From an optimization exercise on the open Yosys and OpenROAD flow, aimed at small area, a short achievable clock period and few clock cycles per item; shortcuts taken in it are not production practice.
In this exercise RTL edits were held to simulation tests only and were not proved equivalent to the original.

## cordic_vector
module cordic_vector (
  input  logic        clk,
  input  logic        reset,
  input  logic [31:0] x_in,
  input  logic [31:0] y_in,
  input  logic        in_valid,
  output logic        in_ready,
  output logic [31:0] angle,
  output logic [31:0] magnitude,
  output logic        out_valid,
  input  logic        out_ready
);
Settings: LEC_CHECK=0, CAP_MARGIN=20, CORE_MARGIN=2, CORE_UTILIZATION=45, CTS_CLUSTER_DIAMETER=120, CTS_CLUSTER_SIZE=25, SLEW_MARGIN=20; clock period 12.0 ns.
standard.sh (not shown) runs the stock make flow with config.mk's settings and CLKGATE_MAP_FILE= SYNTH_SCRIPT=/design/flow/synth_recipe.tcl, a recipe that flattens the netlist after the stock synthesis.
==> flow/flow/run.sh <==
#!/bin/bash
# The standard layout, with the resizer allowed to change cell footprints and asked for
# more setup slack than the constraint needs, so that it shortens the critical paths.
set -euo pipefail
bash standard.sh synth > synth.log 2>&1
bash standard.sh MATCH_CELL_FOOTPRINT=0 SETUP_SLACK_MARGIN=8.1 finish > layout.log 2>&1
Testbench counts at the start, summed over its fixed seeds: cycles 2,320, items 2,048.
Rerun with:
--- a/flow/design.v
+++ b/flow/design.v
@@ -881,33 +881,33 @@
                  dd31[25], dd31[26], dd31[27], dd31[28], dd31[29], 1'b1};
   logic [31:0] zs_s0_0, zs_c0_0;
   assign zs_s0_0 = zt1 ^ zt2 ^ zt3;
   assign zs_c0_0 = ((zt1 & zt2) | (zt1 & zt3) | (zt2 & zt3)) << 1;
   logic [31:0] zs_s1_0, zs_c1_0;
   assign zs_s1_0 = zs_s0_0 ^ zs_c0_0 ^ zb;
   assign zs_c1_0 = ((zs_s0_0 & zs_c0_0) | (zs_s0_0 & zb) | (zs_c0_0 & zb)) << 1;
-  logic vm, mc, zf;
+  logic vm, mc;
   logic [55:8] ma, mb;
-  logic [31:0] zha, zhb;
+  logic [31:0] zr;
+  logic [31:0] zs1;
+  cv_add #(.W(32)) u_zs1 (.a(zs_s1_0), .b(zs_c1_0), .ci(1'b0), .s(zs1));
   always_ff @(posedge clk or negedge reset)
     if (!reset) vm <= 1'b0;
     else if (en) vm <= v31;
   always_ff @(posedge clk) if (en) begin
     ma <= pm_s4_0[55:8];
     mb <= pm_c4_0[55:8];
     mc <= plo[8];
-    zha <= zs_s1_0;
-    zhb <= zs_c1_0;
-    zf <= (x31 == 33'd0);
+    zr <= (x31 == 33'd0) ? 32'h0 : zs1;
   end
   logic [55:8] phi;
   assign phi = ma + mb + {47'b0, mc};
   assign mag_n = (phi[55:54] != 2'b00) ? 32'h7FFFFFFF : {1'b0, phi[53:23]};
-  assign zsum = zha + zhb;
-  assign ang_n = zf ? 32'h0 : zsum;
+  assign zsum = zr;
+  assign ang_n = zr;
   logic        rv, kv;
   logic [31:0] ra, rm, ka, km;
   logic        take, incoming, load_r;
   assign en       = ~kv;
   assign take     = rv & out_ready;
   assign incoming = en & vm;
   assign load_r   = ~rv | take;
Result:
- The new run finished with timing, DRC and antenna clean
- sequential cell count went down by 29
- die area is about the same
- sequential share of layout area went down by 1.1 points
- via count went up by 1.1%
- count of clock-buffer cells in the layout went down by 1
- area after synthesis hardly moves
- routed wire length went up by 1.8%
- maximum frequency went down by 22%
- design area went up by 1.0%
Testbench counts after the change, summed over its fixed seeds: cycles 2,320, items 2,048.

========
Setup of birch:
cordic_vector, a different RTL version from the one above (not shown whole).
Size in the first run: ~11,000 cells after synthesis, ~2,600 flip-flops, roughly 0.14 mm2 of cells after synthesis.
clock: 12.0 ns
lec_check: 0
cap_margin: 20
core_margin: 2
core_utilization: 45
cts_cluster_diameter: 120
cts_cluster_size: 25
slew_margin: 20
Scripts as last shown in full above: flow/flow/run.sh
Testbench counts of birch, summed over its fixed seeds: cycles 2,320, items 2,048.
#### Input delta (oak over birch)
diff --git a/flow/design.v b/flow/design.v
--- a/flow/design.v
+++ b/flow/design.v
@@ -821,35 +821,35 @@
     y31 <= y_31_31;
     c31 <= c_31_31;
     q31 <= q30;
     dd31 <= {dd30};
   end
   logic [3:0] cf;
   assign cf = c31 + {3'b0, y31[8]};
   logic [55:0] pp0;
-  assign pp0 = {23'b0, ~x31} << 0;
+  assign pp0 = ~({23'b0, x31} << 0);
   logic [55:0] pp3;
-  assign pp3 = {23'b0, ~x31} << 3;
+  assign pp3 = ~({23'b0, x31} << 3);
   logic [55:0] pp7;
   assign pp7 = {23'b0, x31} << 7;
   logic [55:0] pp9;
   assign pp9 = {23'b0, x31} << 9;
   logic [55:0] pp11;
-  assign pp11 = {23'b0, ~x31} << 11;
+  assign pp11 = ~({23'b0, x31} << 11);
   logic [55:0] pp14;
-  assign pp14 = {23'b0, ~x31} << 14;
+  assign pp14 = ~({23'b0, x31} << 14);
   logic [55:0] pp17;
-  assign pp17 = {23'b0, ~x31} << 17;
+  assign pp17 = ~({23'b0, x31} << 17);
   logic [55:0] pp20;
   assign pp20 = {23'b0, x31} << 20;
   logic [55:0] pp22;
   assign pp22 = {23'b0, x31} << 22;
   logic [55:0] ppc;
-  assign ppc = (cf[3] ? (cf[2] ? (cf[1] ? (cf[0] ? 56'hFB6FEE04903502 : 56'hFB6FEE04427A8B) : (cf[0] ? 56'hFB6FEE03F4C014 : 56'hFB6FEE03A7059D)) : (cf[1] ? (cf[0] ? 56'hFB6FEE03594B26 : 56'hFB6FEE030B90AF) : (cf[0] ? 56'hFB6FEE02BDD638 : 56'hFB6FEE02701BC1))) : (cf[2] ? (cf[1] ? (cf[0] ? 56'hFB6FEE0222614A : 56'hFB6FEE01D4A6D3) : (cf[0] ? 56'hFB6FEE0186EC5C : 56'hFB6FEE013931E5)) : (cf[1] ? (cf[0] ? 56'hFB6FEE00EB776E : 56'hFB6FEE009DBCF7) : (cf[0] ? 56'hFB6FEE00500280 : 56'hFB6FEE00024809))));
+  assign ppc = (cf[3] ? (cf[2] ? (cf[1] ? (cf[0] ? 56'h000000048DECFE : 56'h00000004403287) : (cf[0] ? 56'h00000003F27810 : 56'h00000003A4BD99)) : (cf[1] ? (cf[0] ? 56'h00000003570322 : 56'h000000030948AB) : (cf[0] ? 56'h00000002BB8E34 : 56'h000000026DD3BD))) : (cf[2] ? (cf[1] ? (cf[0] ? 56'h00000002201946 : 56'h00000001D25ECF) : (cf[0] ? 56'h0000000184A458 : 56'h0000000136E9E1)) : (cf[1] ? (cf[0] ? 56'h00000000E92F6A : 56'h000000009B74F3) : (cf[0] ? 56'h000000004DBA7C : 56'h00000000000005))));
   logic [55:0] pm_s0_0, pm_c0_0;
   assign pm_s0_0 = pp0 ^ pp3 ^ pp7;
   assign pm_c0_0 = ((pp0 & pp3) | (pp0 & pp7) | (pp3 & pp7)) << 1;
   logic [55:0] pm_s0_3, pm_c0_3;
   assign pm_s0_3 = pp9 ^ pp11 ^ pp14;
   assign pm_c0_3 = ((pp9 & pp11) | (pp9 & pp14) | (pp11 & pp14)) << 1;
   logic [55:0] pm_s0_6, pm_c0_6;
   assign pm_s0_6 = pp17 ^ pp20 ^ pp22;
@@ -882,40 +882,32 @@
   logic [31:0] zs_s0_0, zs_c0_0;
   assign zs_s0_0 = zt1 ^ zt2 ^ zt3;
   assign zs_c0_0 = ((zt1 & zt2) | (zt1 & zt3) | (zt2 & zt3)) << 1;
   logic [31:0] zs_s1_0, zs_c1_0;
   assign zs_s1_0 = zs_s0_0 ^ zs_c0_0 ^ zb;
   assign zs_c1_0 = ((zs_s0_0 & zs_c0_0) | (zs_s0_0 & zb) | (zs_c0_0 & zb)) << 1;
   logic vm, mc, zf;
   logic [55:8] ma, mb;
-  logic [16:0] zlo;
-  assign zlo = {1'b0, zs_s1_0[15:0]} + {1'b0, zs_c1_0[15:0]};
-  logic [31:16] zha, zhb;
-  logic [15:0] zl;
-  logic zc;
+  logic [31:0] zha, zhb;
   always_ff @(posedge clk or negedge reset)
     if (!reset) vm <= 1'b0;
     else if (en) vm <= v31;
   always_ff @(posedge clk) if (en) begin
     ma <= pm_s4_0[55:8];
     mb <= pm_c4_0[55:8];
     mc <= plo[8];
-    zha <= zs_s1_0[31:16];
-    zhb <= zs_c1_0[31:16];
-    zl <= zlo[15:0];
-    zc <= zlo[16];
+    zha <= zs_s1_0;
+    zhb <= zs_c1_0;
     zf <= (x31 == 33'd0);
   end
   logic [55:8] phi;
   assign phi = ma + mb + {47'b0, mc};
   assign mag_n = (phi[55:54] != 2'b00) ? 32'h7FFFFFFF : {1'b0, phi[53:23]};
-  logic [31:16] zh;
-  assign zh = zha + zhb + {15'b0, zc};
-  assign zsum = {zh, zl};
+  assign zsum = zha + zhb;
   assign ang_n = zf ? 32'h0 : zsum;
   logic        rv, kv;
   logic [31:0] ra, rm, ka, km;
   logic        take, incoming, load_r;
   assign en       = ~kv;
   assign take     = rv & out_ready;
   assign incoming = en & vm;
   assign load_r   = ~rv | take;
[summary]
oak has more setup slack than birch.
Diff birch and oak: count of inverters not on the clock network in the layout higher in birch
First-iteration DRC count, birch and oak: higher on oak
Pin count of the biggest net entering global routing for oak: 15 up relative to birch
Testbench counts of oak, summed over its fixed seeds: cycles 2,320, items 2,048.

## port drivers added, routing unchanged
The flow's constraints put no driver on any port. The routed layouts listed below were extracted and timed again, unchanged, in two steps. Step 1 assumes that a clkbuf_16 drives the clock port and a buf_2 every other input. Step 2 adds t to the input delays and takes it off the output delays; t is the mean of the earliest and latest rising clock arrival at the registers after step 1. Input paths then give back, and output paths get back, about the clock's delay inside the block. Three values: no drivers, after step 1, after step 2; two values: the first two.
run	t, ns	setup slack, ns	worst setup path after step 2	worst data-port slew with drivers (ns)
the first run of note 1	0.995	8.075 / 8.012 / 7.143	input to register	0.07
the second run of note 1	0.983	6.986 / 6.986 / 6.838	input to register	0.19
birch	0.979	7.313 / 7.313 / 7.199	input to register	0.08
oak	0.992	8.064 / 8.064 / 7.257	input to register	0.08
After both steps setup and hold are still met in every run listed. For the first run of note 1, which loses most, drivers alone change the setup slack by -0.063 ns; drivers and shift together by -0.932 ns.
